From an optimization exercise on the open Yosys and OpenROAD flow, aimed at small area, a short achievable clock period and few clock cycles per item; shortcuts taken in it are not production practice. Only simulation tests tie the RTL to the original design; equivalence was not proved.

==> flow/design.v <==
`default_nettype none
package nlt_pkg;
	localparam int MAX_DEGREE_DEF = 7;
	localparam int FLD_W = 3;
	localparam int ANGLE_W = 31;
	localparam int ENT_W = 32;
	localparam int TRIG_W = 34;
	localparam int COEF_W = 34;
	localparam int Z_W = 36;
	localparam int R_W = 36;
	localparam int ACC_W = 40;
	localparam int PROD_W = 66;
	localparam int FRAC_SH = 30;
	localparam int OUT_SH = 4;
	localparam int CORDIC_STEPS = 30;
	localparam int STEP_W = 5;
	localparam int TAB_NW = 3;
	localparam int TAB_IW = 2 * TAB_NW;
	localparam int TAB_N = 1 << TAB_NW;
	localparam int PC_W = 4;
	localparam int CFG_IDX_W = 2;
	localparam logic signed [TRIG_W-1:0] GAIN_INV = TRIG_W'(652032874);
	localparam logic signed [Z_W-1:0] HALF_PI_Q30 = Z_W'(64'd1686629713);
	localparam logic signed [Z_W-1:0] PI_Q30 = Z_W'(64'd3373259426);
	localparam logic signed [ENT_W-1:0] ONE_Q24 = ENT_W'(1 << 24);
	localparam logic signed [ACC_W-1:0] LIM31 = ACC_W'(64'd2147483647);
	localparam logic [CFG_IDX_W-1:0] REG_MAX_DEGREE = CFG_IDX_W'(0);
	localparam logic [CFG_IDX_W-1:0] REG_MAX_ORDER = CFG_IDX_W'(1);
	typedef enum logic [3:0] {
		ST_IDLE,
		ST_CORDIC,
		ST_INIT,
		ST_LD0,
		ST_LD1,
		ST_LD2,
		ST_MUL,
		ST_WB,
		ST_EM_RD,
		ST_EM_LD,
		ST_EM_OUT
	} state_t;
	typedef enum logic [2:0] {X_P1, X_D1, X_P2, X_D2, X_ACC, X_TMP} xsel_t;
	typedef enum logic [1:0] {K_C, K_S, K_COEF} ksel_t;
	typedef enum logic [2:0] {CF_DG, CF_E, CF_A, CF_B, CF_CC} cf_t;
	typedef enum logic [2:0] {DST_TMP, DST_LD, DST_ADD, DST_SUB, DST_WR_P, DST_WR_D} dst_t;
	typedef enum logic [1:0] {MO_DIAG, MO_SUB, MO_COL} mo_t;
	typedef struct packed {
		xsel_t xs;
		ksel_t ks;
		cf_t   cf;
		dst_t  dst;
		mo_t   mo;
		logic  last;
	} uop_t;
	function automatic logic [Z_W-1:0] atan_q30(input logic [STEP_W-1:0] i);
		logic [Z_W-1:0] a;
		unique case (i)
			5'd0:  a = Z_W'(843314856);
			5'd1:  a = Z_W'(497837829);
			5'd2:  a = Z_W'(263043836);
			5'd3:  a = Z_W'(133525158);
			5'd4:  a = Z_W'(67021686);
			5'd5:  a = Z_W'(33543515);
			5'd6:  a = Z_W'(16775850);
			5'd7:  a = Z_W'(8388437);
			5'd8:  a = Z_W'(4194282);
			5'd9:  a = Z_W'(2097149);
			5'd10: a = Z_W'(1048575);
			5'd11: a = Z_W'(524287);
			5'd12: a = Z_W'(262143);
			5'd13: a = Z_W'(131071);
			5'd14: a = Z_W'(65535);
			5'd15: a = Z_W'(32767);
			5'd16: a = Z_W'(16383);
			5'd17: a = Z_W'(8191);
			5'd18: a = Z_W'(4095);
			5'd19: a = Z_W'(2047);
			5'd20: a = Z_W'(1023);
			5'd21: a = Z_W'(511);
			5'd22: a = Z_W'(255);
			5'd23: a = Z_W'(127);
			5'd24: a = Z_W'(63);
			5'd25: a = Z_W'(31);
			5'd26: a = Z_W'(15);
			5'd27: a = Z_W'(7);
			5'd28: a = Z_W'(3);
			5'd29: a = Z_W'(1);
			default: a = '0;
		endcase
		atan_q30 = a;
	endfunction
endpackage
`default_nettype wire
`default_nettype none
import nlt_pkg::*;
module nlt_cordic
(
	input  wire logic                      clk,
	input  wire logic                      arst_n,
	input  wire logic                      start,
	input  wire logic signed [ANGLE_W-1:0] angle,
	output logic                           done,
	output logic signed [TRIG_W-1:0]       cos_val,
	output logic signed [TRIG_W-1:0]       sin_val
);
	logic                     busy_q;
	logic                     done_q;
	logic                     flip_q;
	logic [STEP_W-1:0]        step_q;
	logic signed [TRIG_W-1:0] x_q;
	logic signed [TRIG_W-1:0] y_q;
	logic signed [Z_W-1:0]    z_q;
	logic signed [Z_W-1:0]    z_in;
	logic signed [Z_W-1:0]    z_red;
	logic                     flip_in;
	logic signed [TRIG_W-1:0] dx;
	logic signed [TRIG_W-1:0] dy;
	logic signed [Z_W-1:0]    at;
	always_comb begin
		z_in = Z_W'(angle) <<< 2;
		z_red = z_in;
		flip_in = 1'b0;
		priority if (z_in > HALF_PI_Q30) begin
			z_red = z_in - PI_Q30;
			flip_in = 1'b1;
		end else if (z_in < -HALF_PI_Q30) begin
			z_red = z_in + PI_Q30;
			flip_in = 1'b1;
		end else begin
			z_red = z_in;
		end
	end
	assign dx = y_q >>> step_q;
	assign dy = x_q >>> step_q;
	assign at = $signed(nlt_pkg::atan_q30(step_q));
	always_ff @(posedge clk or negedge arst_n) begin
		if (!arst_n) begin
			busy_q <= 1'b0;
			done_q <= 1'b0;
			step_q <= '0;
		end else begin
			done_q <= 1'b0;
			if (start) begin
				busy_q <= 1'b1;
				step_q <= '0;
			end else if (busy_q) begin
				if (step_q == STEP_W'(CORDIC_STEPS - 1)) begin
					busy_q <= 1'b0;
					done_q <= 1'b1;
				end
				step_q <= step_q + STEP_W'(1);
			end
		end
	end
	always_ff @(posedge clk) begin
		if (start) begin
			x_q <= GAIN_INV;
			y_q <= '0;
			z_q <= z_red;
			flip_q <= flip_in;
		end else if (busy_q) begin
			if (z_q >= 0) begin
				x_q <= x_q - dx;
				y_q <= y_q + dy;
				z_q <= z_q - at;
			end else begin
				x_q <= x_q + dx;
				y_q <= y_q - dy;
				z_q <= z_q + at;
			end
		end
	end
	assign done = done_q;
	assign cos_val = flip_q ? -x_q : x_q;
	assign sin_val = flip_q ? -y_q : y_q;
endmodule
`default_nettype wire
`default_nettype none
import nlt_pkg::*;
module normalized_legendre_table_core
#(
	parameter int MAX_DEGREE = MAX_DEGREE_DEF
) (
	input  wire logic                 clk,
	input  wire logic                 arst_n,
	input  wire logic                 s_axis_tvalid,
	output logic                      s_axis_tready,
	input  wire logic [31:0]          s_axis_tdata,   
	output logic                      m_axis_tvalid,
	input  wire logic                 m_axis_tready,
	output logic [71:0]               m_axis_tdata,   
	output logic                      m_axis_tlast,
	input  wire logic                 cfg_valid,
	output logic                      cfg_ready,
	input  wire logic [CFG_IDX_W-1:0] cfg_index,
	input  wire logic [FLD_W-1:0]     cfg_data
);
	localparam int NW = $clog2(MAX_DEGREE + 1);
	localparam int AW = 2 * NW;
	localparam int DEPTH = 1 << AW;
	localparam logic [NW-1:0] MAXN = NW'(MAX_DEGREE);
	localparam logic [NW-1:0] LAST_M = NW'((MAX_DEGREE >= 2) ? MAX_DEGREE - 2 : 0);
	localparam logic [FLD_W-1:0] MAXN_F = FLD_W'(MAX_DEGREE);
	nlt_pkg::state_t state_q, state_d;
	logic [FLD_W-1:0] max_degree_q;
	logic [FLD_W-1:0] max_order_q;
	logic                     cord_start;
	logic                     cord_done;
	logic signed [TRIG_W-1:0] cos_w;
	logic signed [TRIG_W-1:0] sin_w;
	logic [NW-1:0]   jn_q;
	logic [NW-1:0]   jm_q;
	logic            jcol_q;
	logic [PC_W-1:0] pc_q;
	nlt_pkg::uop_t            uop;
	logic            jobs_done;
	logic signed [ENT_W-1:0] mem_p [DEPTH];
	logic signed [ENT_W-1:0] mem_d [DEPTH];
	logic signed [ENT_W-1:0] rd_p_q;
	logic signed [ENT_W-1:0] rd_d_q;
	logic [AW-1:0]           raddr;
	logic [AW-1:0]           waddr;
	logic                    we_p;
	logic                    we_d;
	logic signed [ENT_W-1:0] wdata_p;
	logic signed [ENT_W-1:0] wdata_d;
	logic signed [ENT_W-1:0]  p1_q, d1_q, p2_q, d2_q;
	logic signed [ACC_W-1:0]  acc_q;
	logic signed [R_W-1:0]    tmp_q;
	logic signed [PROD_W-1:0] prod_s1;
	logic signed [ACC_W-1:0]  xw;
	logic signed [ENT_W-1:0]  xs;
	logic signed [COEF_W-1:0] kv;
	logic [COEF_W-1:0]        coef;
	logic [TAB_IW-1:0]        cidx;
	logic signed [R_W-1:0]    r;
	logic signed [ACC_W-1:0]  r_ext;
	logic signed [ENT_W-1:0]  r_sat;
	logic [NW-1:0]            wm;
	logic [FLD_W-1:0]        en_q;
	logic [FLD_W-1:0]        em_q;
	logic [FLD_W-1:0]        nd;
	logic                    em_last;
	logic [FLD_W-1:0]        out_deg_q;
	logic [FLD_W-1:0]        out_ord_q;
	logic signed [ENT_W-1:0] out_val_q;
	logic signed [ENT_W-1:0] out_der_q;
	logic                    out_last_q;
	nlt_cordic u_cordic (
		.clk     (clk),
		.arst_n  (arst_n),
		.start   (cord_start),
		.angle   (s_axis_tdata[ANGLE_W-1:0]),
		.done    (cord_done),
		.cos_val (cos_w),
		.sin_val (sin_w)
	);
	assign cfg_ready = 1'b1;
	always_ff @(posedge clk or negedge arst_n) begin
		if (!arst_n) begin
			max_degree_q <= FLD_W'(7);
			max_order_q <= FLD_W'(7);
		end else if (cfg_valid) begin
			unique case (cfg_index)
				REG_MAX_DEGREE: max_degree_q <= cfg_data;
				REG_MAX_ORDER:  max_order_q <= cfg_data;
				default: ;
			endcase
		end
	end
	always_comb begin
		unique case ({jcol_q, pc_q})
			5'h00: uop = {3'(X_P1), 2'(K_C), 3'(CF_DG), 3'(DST_TMP), 2'(MO_DIAG), 1'b0};
			5'h01: uop = {3'(X_TMP), 2'(K_COEF), 3'(CF_DG), 3'(DST_WR_P), 2'(MO_DIAG), 1'b0};
			5'h02: uop = {3'(X_D1), 2'(K_C), 3'(CF_DG), 3'(DST_LD), 2'(MO_DIAG), 1'b0};
			5'h03: uop = {3'(X_P1), 2'(K_S), 3'(CF_DG), 3'(DST_SUB), 2'(MO_DIAG), 1'b0};
			5'h04: uop = {3'(X_ACC), 2'(K_COEF), 3'(CF_DG), 3'(DST_WR_D), 2'(MO_DIAG), 1'b0};
			5'h05: uop = {3'(X_P1), 2'(K_S), 3'(CF_E), 3'(DST_TMP), 2'(MO_SUB), 1'b0};
			5'h06: uop = {3'(X_TMP), 2'(K_COEF), 3'(CF_E), 3'(DST_WR_P), 2'(MO_SUB), 1'b0};
			5'h07: uop = {3'(X_P1), 2'(K_C), 3'(CF_E), 3'(DST_LD), 2'(MO_SUB), 1'b0};
			5'h08: uop = {3'(X_D1), 2'(K_S), 3'(CF_E), 3'(DST_ADD), 2'(MO_SUB), 1'b0};
			5'h09: uop = {3'(X_ACC), 2'(K_COEF), 3'(CF_E), 3'(DST_WR_D), 2'(MO_SUB), 1'b1};
			5'h10: uop = {3'(X_P1), 2'(K_S), 3'(CF_B), 3'(DST_TMP), 2'(MO_COL), 1'b0};
			5'h11: uop = {3'(X_TMP), 2'(K_COEF), 3'(CF_B), 3'(DST_LD), 2'(MO_COL), 1'b0};
			5'h12: uop = {3'(X_P2), 2'(K_COEF), 3'(CF_CC), 3'(DST_SUB), 2'(MO_COL), 1'b0};
			5'h13: uop = {3'(X_ACC), 2'(K_COEF), 3'(CF_A), 3'(DST_WR_P), 2'(MO_COL), 1'b0};
			5'h14: uop = {3'(X_D1), 2'(K_S), 3'(CF_B), 3'(DST_TMP), 2'(MO_COL), 1'b0};
			5'h15: uop = {3'(X_TMP), 2'(K_COEF), 3'(CF_B), 3'(DST_LD), 2'(MO_COL), 1'b0};
			5'h16: uop = {3'(X_P1), 2'(K_C), 3'(CF_B), 3'(DST_TMP), 2'(MO_COL), 1'b0};
			5'h17: uop = {3'(X_TMP), 2'(K_COEF), 3'(CF_B), 3'(DST_ADD), 2'(MO_COL), 1'b0};
			5'h18: uop = {3'(X_D2), 2'(K_COEF), 3'(CF_CC), 3'(DST_SUB), 2'(MO_COL), 1'b0};
			5'h19: uop = {3'(X_ACC), 2'(K_COEF), 3'(CF_A), 3'(DST_WR_D), 2'(MO_COL), 1'b1};
			default: uop = {3'(X_ACC), 2'(K_COEF), 3'(CF_A), 3'(DST_TMP), 2'(MO_COL), 1'b1};
		endcase
	end
	assign jobs_done = jcol_q ? (jn_q == MAXN && jm_q == LAST_M)
		: (jn_q == MAXN && MAX_DEGREE < 2);
	assign nd = (max_degree_q > MAXN_F) ? MAXN_F : max_degree_q;
	assign em_last = (en_q == nd) && (em_q == max_order_q);
	always_comb begin
		state_d = state_q;
		unique case (state_q)
			ST_IDLE:   if (s_axis_tvalid) state_d = ST_CORDIC;
			ST_CORDIC: if (cord_done) state_d = ST_INIT;
			ST_INIT:   state_d = ST_LD0;
			ST_LD0:    state_d = ST_LD1;
			ST_LD1:    state_d = ST_LD2;
			ST_LD2:    state_d = ST_MUL;
			ST_MUL:    state_d = ST_WB;
			ST_WB: begin
				priority if (!uop.last) state_d = ST_MUL;
				else if (jobs_done) state_d = ST_EM_RD;
				else state_d = ST_LD0;
			end
			ST_EM_RD:  state_d = ST_EM_LD;
			ST_EM_LD:  state_d = ST_EM_OUT;
			ST_EM_OUT: begin
				if (m_axis_tready) state_d = out_last_q ? ST_IDLE : ST_EM_RD;
			end
			default:   state_d = ST_IDLE;
		endcase
	end
	always_comb begin
		coef = '0;
		unique case (uop.cf)
			CF_DG: begin
				unique case (cidx)
					6'o10: coef = COEF_W'(34'd1859775393);
					6'o11: coef = COEF_W'(34'd1859775393);
					6'o12: coef = COEF_W'(34'd1859775393);
					6'o13: coef = COEF_W'(34'd1859775393);
					6'o14: coef = COEF_W'(34'd1859775393);
					6'o15: coef = COEF_W'(34'd1859775393);
					6'o16: coef = COEF_W'(34'd1859775393);
					6'o17: coef = COEF_W'(34'd1859775393);
					6'o20: coef = COEF_W'(34'd1200479854);
					6'o21: coef = COEF_W'(34'd1200479854);
					6'o22: coef = COEF_W'(34'd1200479854);
					6'o23: coef = COEF_W'(34'd1200479854);
					6'o24: coef = COEF_W'(34'd1200479854);
					6'o25: coef = COEF_W'(34'd1200479854);
					6'o26: coef = COEF_W'(34'd1200479854);
					6'o27: coef = COEF_W'(34'd1200479854);
					6'o30: coef = COEF_W'(34'd1159773723);
					6'o31: coef = COEF_W'(34'd1159773723);
					6'o32: coef = COEF_W'(34'd1159773723);
					6'o33: coef = COEF_W'(34'd1159773723);
					6'o34: coef = COEF_W'(34'd1159773723);
					6'o35: coef = COEF_W'(34'd1159773723);
					6'o36: coef = COEF_W'(34'd1159773723);
					6'o37: coef = COEF_W'(34'd1159773723);
					6'o40: coef = COEF_W'(34'd1138875187);
					6'o41: coef = COEF_W'(34'd1138875187);
					6'o42: coef = COEF_W'(34'd1138875187);
					6'o43: coef = COEF_W'(34'd1138875187);
					6'o44: coef = COEF_W'(34'd1138875187);
					6'o45: coef = COEF_W'(34'd1138875187);
					6'o46: coef = COEF_W'(34'd1138875187);
					6'o47: coef = COEF_W'(34'd1138875187);
					6'o50: coef = COEF_W'(34'd1126149925);
					6'o51: coef = COEF_W'(34'd1126149925);
					6'o52: coef = COEF_W'(34'd1126149925);
					6'o53: coef = COEF_W'(34'd1126149925);
					6'o54: coef = COEF_W'(34'd1126149925);
					6'o55: coef = COEF_W'(34'd1126149925);
					6'o56: coef = COEF_W'(34'd1126149925);
					6'o57: coef = COEF_W'(34'd1126149925);
					6'o60: coef = COEF_W'(34'd1117585923);
					6'o61: coef = COEF_W'(34'd1117585923);
					6'o62: coef = COEF_W'(34'd1117585923);
					6'o63: coef = COEF_W'(34'd1117585923);
					6'o64: coef = COEF_W'(34'd1117585923);
					6'o65: coef = COEF_W'(34'd1117585923);
					6'o66: coef = COEF_W'(34'd1117585923);
					6'o67: coef = COEF_W'(34'd1117585923);
					6'o70: coef = COEF_W'(34'd1111428378);
					6'o71: coef = COEF_W'(34'd1111428378);
					6'o72: coef = COEF_W'(34'd1111428378);
					6'o73: coef = COEF_W'(34'd1111428378);
					6'o74: coef = COEF_W'(34'd1111428378);
					6'o75: coef = COEF_W'(34'd1111428378);
					6'o76: coef = COEF_W'(34'd1111428378);
					6'o77: coef = COEF_W'(34'd1111428378);
					default: coef = '0;
				endcase
			end
			CF_E: begin
				unique case (cidx)
					6'o10: coef = COEF_W'(34'd1859775393);
					6'o11: coef = COEF_W'(34'd1859775393);
					6'o12: coef = COEF_W'(34'd1859775393);
					6'o13: coef = COEF_W'(34'd1859775393);
					6'o14: coef = COEF_W'(34'd1859775393);
					6'o15: coef = COEF_W'(34'd1859775393);
					6'o16: coef = COEF_W'(34'd1859775393);
					6'o17: coef = COEF_W'(34'd1859775393);
					6'o20: coef = COEF_W'(34'd2400959708);
					6'o21: coef = COEF_W'(34'd2400959708);
					6'o22: coef = COEF_W'(34'd2400959708);
					6'o23: coef = COEF_W'(34'd2400959708);
					6'o24: coef = COEF_W'(34'd2400959708);
					6'o25: coef = COEF_W'(34'd2400959708);
					6'o26: coef = COEF_W'(34'd2400959708);
					6'o27: coef = COEF_W'(34'd2400959708);
					6'o30: coef = COEF_W'(34'd2840853838);
					6'o31: coef = COEF_W'(34'd2840853838);
					6'o32: coef = COEF_W'(34'd2840853838);
					6'o33: coef = COEF_W'(34'd2840853838);
					6'o34: coef = COEF_W'(34'd2840853838);
					6'o35: coef = COEF_W'(34'd2840853838);
					6'o36: coef = COEF_W'(34'd2840853838);
					6'o37: coef = COEF_W'(34'd2840853838);
					6'o40: coef = COEF_W'(34'd3221225472);
					6'o41: coef = COEF_W'(34'd3221225472);
					6'o42: coef = COEF_W'(34'd3221225472);
					6'o43: coef = COEF_W'(34'd3221225472);
					6'o44: coef = COEF_W'(34'd3221225472);
					6'o45: coef = COEF_W'(34'd3221225472);
					6'o46: coef = COEF_W'(34'd3221225472);
					6'o47: coef = COEF_W'(34'd3221225472);
					6'o50: coef = COEF_W'(34'd3561198751);
					6'o51: coef = COEF_W'(34'd3561198751);
					6'o52: coef = COEF_W'(34'd3561198751);
					6'o53: coef = COEF_W'(34'd3561198751);
					6'o54: coef = COEF_W'(34'd3561198751);
					6'o55: coef = COEF_W'(34'd3561198751);
					6'o56: coef = COEF_W'(34'd3561198751);
					6'o57: coef = COEF_W'(34'd3561198751);
					6'o60: coef = COEF_W'(34'd3871431203);
					6'o61: coef = COEF_W'(34'd3871431203);
					6'o62: coef = COEF_W'(34'd3871431203);
					6'o63: coef = COEF_W'(34'd3871431203);
					6'o64: coef = COEF_W'(34'd3871431203);
					6'o65: coef = COEF_W'(34'd3871431203);
					6'o66: coef = COEF_W'(34'd3871431203);
					6'o67: coef = COEF_W'(34'd3871431203);
					6'o70: coef = COEF_W'(34'd4158584202);
					6'o71: coef = COEF_W'(34'd4158584202);
					6'o72: coef = COEF_W'(34'd4158584202);
					6'o73: coef = COEF_W'(34'd4158584202);
					6'o74: coef = COEF_W'(34'd4158584202);
					6'o75: coef = COEF_W'(34'd4158584202);
					6'o76: coef = COEF_W'(34'd4158584202);
					6'o77: coef = COEF_W'(34'd4158584202);
					default: coef = '0;
				endcase
			end
			CF_A: begin
				unique case (cidx)
					6'o20: coef = COEF_W'(34'd1200479854);
					6'o30: coef = COEF_W'(34'd946951279);
					6'o31: coef = COEF_W'(34'd1004393506);
					6'o40: coef = COEF_W'(34'd805306368);
					6'o41: coef = COEF_W'(34'd831716840);
					6'o42: coef = COEF_W'(34'd929887696);
					6'o50: coef = COEF_W'(34'd712239750);
					6'o51: coef = COEF_W'(34'd726926651);
					6'o52: coef = COEF_W'(34'd777117278);
					6'o53: coef = COEF_W'(34'd890299687);
					6'o60: coef = COEF_W'(34'd645238533);
					6'o61: coef = COEF_W'(34'd654391310);
					6'o62: coef = COEF_W'(34'd684378814);
					6'o63: coef = COEF_W'(34'd745057282);
					6'o64: coef = COEF_W'(34'd865678334);
					6'o70: coef = COEF_W'(34'd594083457);
					6'o71: coef = COEF_W'(34'd600239927);
					6'o72: coef = COEF_W'(34'd619925131);
					6'o73: coef = COEF_W'(34'd657529896);
					6'o74: coef = COEF_W'(34'd723916590);
					6'o75: coef = COEF_W'(34'd848867445);
					default: coef = '0;
				endcase
			end
			CF_B: begin
				unique case (cidx)
					6'o20: coef = COEF_W'(34'd1859775393);
					6'o21: coef = COEF_W'(34'd1859775393);
					6'o22: coef = COEF_W'(34'd1859775393);
					6'o23: coef = COEF_W'(34'd1859775393);
					6'o24: coef = COEF_W'(34'd1859775393);
					6'o25: coef = COEF_W'(34'd1859775393);
					6'o26: coef = COEF_W'(34'd1859775393);
					6'o27: coef = COEF_W'(34'd1859775393);
					6'o30: coef = COEF_W'(34'd2400959708);
					6'o31: coef = COEF_W'(34'd2400959708);
					6'o32: coef = COEF_W'(34'd2400959708);
					6'o33: coef = COEF_W'(34'd2400959708);
					6'o34: coef = COEF_W'(34'd2400959708);
					6'o35: coef = COEF_W'(34'd2400959708);
					6'o36: coef = COEF_W'(34'd2400959708);
					6'o37: coef = COEF_W'(34'd2400959708);
					6'o40: coef = COEF_W'(34'd2840853838);
					6'o41: coef = COEF_W'(34'd2840853838);
					6'o42: coef = COEF_W'(34'd2840853838);
					6'o43: coef = COEF_W'(34'd2840853838);
					6'o44: coef = COEF_W'(34'd2840853838);
					6'o45: coef = COEF_W'(34'd2840853838);
					6'o46: coef = COEF_W'(34'd2840853838);
					6'o47: coef = COEF_W'(34'd2840853838);
					6'o50: coef = COEF_W'(34'd3221225472);
					6'o51: coef = COEF_W'(34'd3221225472);
					6'o52: coef = COEF_W'(34'd3221225472);
					6'o53: coef = COEF_W'(34'd3221225472);
					6'o54: coef = COEF_W'(34'd3221225472);
					6'o55: coef = COEF_W'(34'd3221225472);
					6'o56: coef = COEF_W'(34'd3221225472);
					6'o57: coef = COEF_W'(34'd3221225472);
					6'o60: coef = COEF_W'(34'd3561198751);
					6'o61: coef = COEF_W'(34'd3561198751);
					6'o62: coef = COEF_W'(34'd3561198751);
					6'o63: coef = COEF_W'(34'd3561198751);
					6'o64: coef = COEF_W'(34'd3561198751);
					6'o65: coef = COEF_W'(34'd3561198751);
					6'o66: coef = COEF_W'(34'd3561198751);
					6'o67: coef = COEF_W'(34'd3561198751);
					6'o70: coef = COEF_W'(34'd3871431203);
					6'o71: coef = COEF_W'(34'd3871431203);
					6'o72: coef = COEF_W'(34'd3871431203);
					6'o73: coef = COEF_W'(34'd3871431203);
					6'o74: coef = COEF_W'(34'd3871431203);
					6'o75: coef = COEF_W'(34'd3871431203);
					6'o76: coef = COEF_W'(34'd3871431203);
					6'o77: coef = COEF_W'(34'd3871431203);
					default: coef = '0;
				endcase
			end
			CF_CC: begin
				unique case (cidx)
					6'o20: coef = COEF_W'(34'd1073741824);
					6'o30: coef = COEF_W'(34'd1239850262);
					6'o31: coef = COEF_W'(34'd1073741824);
					6'o40: coef = COEF_W'(34'd1440575825);
					6'o41: coef = COEF_W'(34'd1358187913);
					6'o42: coef = COEF_W'(34'd1073741824);
					6'o50: coef = COEF_W'(34'd1623345050);
					6'o51: coef = COEF_W'(34'd1571797086);
					6'o52: coef = COEF_W'(34'd1405858052);
					6'o53: coef = COEF_W'(34'd1073741824);
					6'o60: coef = COEF_W'(34'd1789569706);
					6'o61: coef = COEF_W'(34'd1753413056);
					6'o62: coef = COEF_W'(34'd1640167728);
					6'o63: coef = COEF_W'(34'd1431655765);
					6'o64: coef = COEF_W'(34'd1073741824);
					6'o70: coef = COEF_W'(34'd1942472046);
					6'o71: coef = COEF_W'(34'd1915303267);
					6'o72: coef = COEF_W'(34'd1831380208);
					6'o73: coef = COEF_W'(34'd1682230138);
					6'o74: coef = COEF_W'(34'd1447833180);
					6'o75: coef = COEF_W'(34'd1073741824);
					default: coef = '0;
				endcase
			end
			default: coef = '0;
		endcase
	end
	always_comb begin
		unique case (uop.xs)
			X_P1:    xw = ACC_W'(p1_q);
			X_D1:    xw = ACC_W'(d1_q);
			X_P2:    xw = ACC_W'(p2_q);
			X_D2:    xw = ACC_W'(d2_q);
			X_ACC:   xw = acc_q;
			X_TMP:   xw = ACC_W'(tmp_q);
			default: xw = acc_q;
		endcase
		if (xw > LIM31) begin
			xs = LIM31[ENT_W-1:0];
		end else if (xw < -LIM31) begin
			xs = ENT_W'(-LIM31);
		end else begin
			xs = xw[ENT_W-1:0];
		end
		cidx = {TAB_NW'(jn_q), TAB_NW'(jm_q)};
		unique case (uop.ks)
			K_C:     kv = cos_w;
			K_S:     kv = sin_w;
			K_COEF:  kv = $signed(coef);
			default: kv = '0;
		endcase
		r = prod_s1[PROD_W-1:FRAC_SH];
		r_ext = ACC_W'(r);
		if (r_ext > LIM31) begin
			r_sat = LIM31[ENT_W-1:0];
		end else if (r_ext < -LIM31) begin
			r_sat = ENT_W'(-LIM31);
		end else begin
			r_sat = r_ext[ENT_W-1:0];
		end
		unique case (uop.mo)
			MO_DIAG: wm = jn_q;
			MO_SUB:  wm = jn_q - NW'(1);
			MO_COL:  wm = jm_q;
			default: wm = jm_q;
		endcase
	end
	always_comb begin
		s_axis_tready = 1'b0;
		cord_start = 1'b0;
		we_p = 1'b0;
		we_d = 1'b0;
		wdata_p = r_sat;
		wdata_d = r_sat;
		waddr = {jn_q, wm};
		raddr = {en_q[NW-1:0], em_q[NW-1:0]};
		m_axis_tvalid = 1'b0;
		unique case (state_q)
			ST_IDLE: begin
				s_axis_tready = 1'b1;
				cord_start = s_axis_tvalid;
			end
			ST_INIT: begin
				we_p = 1'b1;
				we_d = 1'b1;
				wdata_p = ONE_Q24;
				wdata_d = '0;
				waddr = '0;
			end
			ST_LD0:  raddr = {jn_q - NW'(1), jcol_q ? jm_q : jn_q - NW'(1)};
			ST_LD1:  raddr = {jn_q - NW'(2), jm_q};
			ST_WB: begin
				we_p = (uop.dst == DST_WR_P);
				we_d = (uop.dst == DST_WR_D);
			end
			ST_EM_OUT: m_axis_tvalid = 1'b1;
			default: ;
		endcase
	end
	always_ff @(posedge clk) begin
		if (we_p) mem_p[waddr] <= wdata_p;
		if (we_d) mem_d[waddr] <= wdata_d;
		rd_p_q <= mem_p[raddr];
		rd_d_q <= mem_d[raddr];
	end
	always_ff @(posedge clk or negedge arst_n) begin
		if (!arst_n) begin
			state_q <= ST_IDLE;
			jn_q <= '0;
			jm_q <= '0;
			jcol_q <= 1'b0;
			pc_q <= '0;
			en_q <= '0;
			em_q <= '0;
			out_last_q <= 1'b0;
		end else begin
			state_q <= state_d;
			unique case (state_q)
				ST_INIT: begin
					jn_q <= NW'(1);
					jm_q <= '0;
					jcol_q <= 1'b0;
					pc_q <= '0;
					en_q <= '0;
					em_q <= '0;
				end
				ST_WB: begin
					if (!uop.last) begin
						pc_q <= pc_q + PC_W'(1);
					end else begin
						pc_q <= '0;
						priority if (!jcol_q && jn_q == MAXN) begin
							jcol_q <= 1'b1;
							jm_q <= '0;
							jn_q <= NW'(2);
						end else if (jcol_q && jn_q == MAXN) begin
							jm_q <= jm_q + NW'(1);
							jn_q <= jm_q + NW'(3);
						end else begin
							jn_q <= jn_q + NW'(1);
						end
					end
				end
				ST_EM_LD: out_last_q <= em_last;
				ST_EM_OUT: begin
					if (m_axis_tready) begin
						if (em_q == max_order_q) begin
							em_q <= '0;
							en_q <= en_q + FLD_W'(1);
						end else begin
							em_q <= em_q + FLD_W'(1);
						end
					end
				end
				default: ;
			endcase
		end
	end
	always_ff @(posedge clk) begin
		unique case (state_q)
			ST_LD1: begin
				p1_q <= rd_p_q;
				d1_q <= rd_d_q;
			end
			ST_LD2: begin
				p2_q <= rd_p_q;
				d2_q <= rd_d_q;
			end
			ST_MUL: prod_s1 <= PROD_W'(xs) * PROD_W'(kv);
			ST_WB: begin
				unique case (uop.dst)
					DST_TMP: tmp_q <= r;
					DST_LD:  acc_q <= r_ext;
					DST_ADD: acc_q <= acc_q + r_ext;
					DST_SUB: acc_q <= acc_q - r_ext;
					default: ;
				endcase
			end
			ST_EM_LD: begin
				out_deg_q <= en_q;
				out_ord_q <= em_q;
				if (em_q <= en_q) begin
					out_val_q <= rd_p_q >>> OUT_SH;
					out_der_q <= rd_d_q >>> OUT_SH;
				end else begin
					out_val_q <= '0;
					out_der_q <= '0;
				end
			end
			default: ;
		endcase
	end
	assign m_axis_tdata = {2'b00, out_der_q, out_val_q, out_ord_q, out_deg_q};
	assign m_axis_tlast = out_last_q;
endmodule
`default_nettype wire
==> flow/run.sh <==
#!/bin/bash
# synth_recipe.tcl (not shown) runs the flow's synth.tcl, then flattens the netlist and writes it again
# the make line also repeats each setting of config.mk as NAME=value (left out here)
make -C /OpenROAD-flow-scripts/flow DESIGN_CONFIG=/design/flow/config.mk WORK_HOME=/design/flow/orfs CLKGATE_MAP_FILE= SYNTH_SCRIPT=/design/flow/synth_recipe.tcl finish
==> flow/config.mk <==
export PLATFORM = sky130hd
export DESIGN_NAME = normalized_legendre_table_core
export DESIGN_NICKNAME = normalized_legendre_table_core
export VERILOG_FILES = /design/flow/design.v
export SDC_FILE = /design/flow/constraint.sdc
export NUM_CORES = 4
export LEC_CHECK = 0
export CAP_MARGIN = 20
export CORE_MARGIN = 2
export CORE_UTILIZATION = 30
export SLEW_MARGIN = 20
==> flow/constraint.sdc <==
create_clock -name core_clock -period 20.0 [get_ports {clk}]
set_input_delay 4.0000 -clock core_clock [delete_from_list [all_inputs] [get_ports {clk}]]
set_output_delay 4.0000 -clock core_clock [all_outputs]
set_load 0.01 [all_outputs]
==> metrics.md <==
| Metric | Value |
|---|---|
| Gpl congestion | about 0.92 |
| Worst path most repeated cell | fa_1 |
| Overall routing resource usage | 17.8% |
| Skew final | 0.135 ns |
| Via count | about 170k |
| Fin crit period | 16.01 ns |
| Clock transition at path regs | 0.06 ns |
| Final Cycle Share | 80.0% |
| Post-Syn Area per Cell | 11.4 sq um |
| #FFs+latches synth | 4602 |
| Critical path buffers and inverters | 7 |
| Fillcell total | 77200 |
| Root Driver | clkbuf_16 |
| Synthesized netlist cell count | 20800 |
| Vias in the first global route | 160000 |
| Final setup fails | 0 |
| Critical Path RT | 20.72 ns |
| Clk buf depth | 4 |
| H-tree depth | 5 |
| Die height | 894 um |
| Final #Nets | between 20000 and 25000 |
| Max Clk Rate | around 62 MHz |
| Max FO, Critical Path | 31 |
| Drt first pass iters | 9 |
| First-pass GRT wire length | 1080 mm |
| DRT iter0 DRCs | 19200 |
| Clock latency on the worst-skew pair | 1.06 ns |
| CTS sink cnt | about 4600 |
| CTS buffer count | 450 |
| DIE WIDTH | between 800 and 900 um |
| Worst slew margin | 11.5% |
| Critical path class | flip-flop to flip-flop |
| Post-synth top area share | 56.1% |
| Rows | 326 |
| Hold buffer count at CTS | 0 |
| Worst Path Arrival | around 17 ns |
| Port Buffer Count | 113 |
| Global route overflow | 0 |
| Post-CTS Setup Inserts | 0 |
| Worst Hold Class | flip-flop to flip-flop |
| Status | no timing/DRC/antenna violations |
| Area contributors post-synth | edfxtp_1 56%, fa_1 9.7%, nand2_1 8.1%, a311oi_1 2.9%, nand3_1 2.4% |
| CTS tree | built |
| Core Region | 788000 sq um |
| Slowest CP cell | dfrtp_1 |
| Cell family with the largest share of critical-path delay | compound AO/OA/AOI/OAI gates |
| Post-synthesis sequential area ratio | 57.6% |
| DIE AREA | 798000 sq um |
| Area Overhead vs Synth | 12.5% |
| Initial antenna violation count | 57 |
| WL/cell | 23.6 um |
| Starting Density | between 30% and 40% |
| Worst Setup Start Kind | flip-flop |
| Pin count of the biggest net entering global routing | 165 |
| Yosys top cell by area | edfxtp_1 |
| Share of cells above drive strength 1 | under 10% |
| DRC Markers | 0 |
| Final HPWL DP | 444 mm |
| Main flop type after synthesis | edfxtp_1 |
| Yosys warns | 2 |
| Wirelength, routed | 739 mm |
| Slew Limit Fails | 0 |
| Worst-Margin Slew | 1.32 ns |
| Post-synthesis cell type count | between 100 and 150 |
| CP Capture Type | flip-flop |
| Final Hold Vio Count | 0 |
| PostCTS Resize Cnt | 0 |
| RSZ-0062 raised after global routing | no |
| MaxCap Viol Count | 0 |
| Synth Cell Area | 237000 sq um |
| EDFF count, synth | 4435 |
| Routed Antenna Nets | 0 |
| Vias per inst | approximately 5.3 |
| Ys async rst share | 0.761% |
| Fin Setup TNS | 0 ns |
| Slowest stage delay, CP | 1.01 ns |
| Ports | 118 |
[synthesized netlist by cell type (all sizes together) (14+ instances only)]
cell type  number
a211oi        241
ha            378
dfrtp          29
nor4           19
xnor2         209
edfxtp       4435
o211ai         40
a21oi         647
a311oi        778
clkbuf       1256
o41ai          16
a32oi          26
a22oi          14
nor2         1050
o22ai          34
inv          1186
or4            21
fa           1145
a31oi         320
nor3           96
xor2          181
o221ai         21
o21ai         429
a21o           98
a32o           14
nand2        5149
nand2b         86
or2            30
mux2i         100
o31ai          65
dfxtp         132
nor2b         102
and3          547
a21boi         31
and2           52
buf           142
nand3        1156
mux4           69
nand4          37
o21a           83
or3            50
mux2           41
o21bai         28
[area by class of cell]
class,instances,area (sq um),share of cell area (%)
Sequential cell,4602,137000,51.2
Multi-Input combinational cell,13600,92600,34.7
Tap cell,10500,13100,4.92
Clock buffer,575,12000,4.49
Timing Repair Buffer,625,5420,2.03
Inverter,1193,4480,1.68
Clock inverter,257,2680,1.00
Antenna cell,16,40.0,0.0150
[routing by layer]
metal  global-route usage [%]  share of wire [%]  up-vias  wire (um)
li1                         -                  -    72700          -
met1                     23.7                 40    83300     295000
met2                     28.2                 46     7607     337000
met3                     3.67                9.8     1348      72500
met4                     7.35                4.7       12      34500
met5                        0              0.010        -         74
[placed cells by master (no fill, tap or decap), types with 473 or more instances in the layout]
cell      instances
inv_1          1179
nor2_1          909
and3_1          547
buf_4           473
a21oi_1         636
edfxtp_1       4435
fa_1           1145
a311oi_1        772
nand3_1        1153
nand2_1        5142
[flip-flops by register name, indices dropped and copies added (netlist names), 5 cells and up]
signal / cells
mem_d: 2048
mem_p: 2048
acc_q: 40
prod_s1: 36
tmp_q: 36
u_cordic.z_q: 36
u_cordic.x_q: 34
u_cordic.y_q: 34
d1_q: 32
d2_q: 32
p1_q: 32
p2_q: 32
rd_d_q: 32
rd_p_q: 32
out_der_q: 28
out_val_q: 28
u_cordic.step_q: 5
[kinds of logic after synthesis]
family / Yosys count / share of synthesized area [%]
DFF: 4602 / 57.6
muxes: 210 / 1.28
buffers and inverters: 2591 / 4.15
adders and majority gates: 1523 / 11.6
other: 2 / 0.00316
AOI/OAI and AO/OA: 3014 / 8.83
xor gates and xnor gates: 390 / 1.44
and+or+nand+nor: 8430 / 15.1
[stage by stage]
| stage | setup slack (ns) | area (sq um) | std cells | hold slack (ns) | util (%) |
|---|---|---|---|---|---|
| floorplan | 7.45 | 237000 | 20800 | 0.404 | - |
| global placement | 4.36 | 252000 | 30500 | 0.413 | 32.0 |
| detailed placement | 4.39 | 252000 | 30500 | 0.422 | 32.0 |
| CTS | 4.18 | 267000 | 31300 | 0.438 | 33.9 |
| global route | 3.31 | 267000 | 31300 | 0.440 | 33.9 |
| finish | 3.99 | 267000 | 31300 | 0.439 | 33.9 |
[worst paths after layout]
path                       startpoint               to  slack [ns]  depth (start not counted)
max                            jcol_q      prod_s1[63]        3.99                         42
min                         rd_p_q[1]          p1_q[1]        0.44                          0
max reg2reg                    jcol_q      prod_s1[63]        3.99                         42
min reg2reg                 rd_p_q[1]          p1_q[1]        0.44                          0
max in group asynchronous      arst_n  u_cordic.busy_q       16.32                          2
min in group asynchronous      arst_n          jn_q[2]        3.09                          2
[worst reg2reg max path: cells and delay by family (launching register included)]
kind                     cells  cell delay [ns]
AO/OA/AOI/OAI               16             4.81
adder cells (fa/ha/maj)      9             4.52
AND/OR/NAND/NOR              9             3.06
buffers and inverters        7             2.18
flip-flops                   1             1.01
XOR/XNOR                     1             0.09
Testbench counts, summed over its fixed seeds: cycles 166,848, tables 192.

==> port drivers added, routing unchanged <==
The results above use ideal ports. As a check the final layout listed here was re-extracted and re-timed, cells and wires unchanged. Step 1 (the two cells are an assumption about what drives the block):
set clk [get_ports {clk}]
set_driving_cell -lib_cell sky130_fd_sc_hd__clkbuf_16 $clk
set_driving_cell -lib_cell sky130_fd_sc_hd__buf_2 [delete_from_list [all_inputs] $clk]
Step 2 also shifts input and output timing later by t, the mid clock arrival at the registers, as if the neighbouring blocks saw the same clock. Three values: ideal ports, drivers, drivers and shift; two values: the first two.
t (ns): 1.123
slack for setup (ns): 3.994 / 3.994 / 3.994
slew at the worst register clock pin (ns): 0.07 / 0.07
cell pins on the clock port's net: 1
After both steps this run still meets setup and hold. For this run, drivers alone change the setup slack by 0.000 ns; drivers and shift together by 0.000 ns.
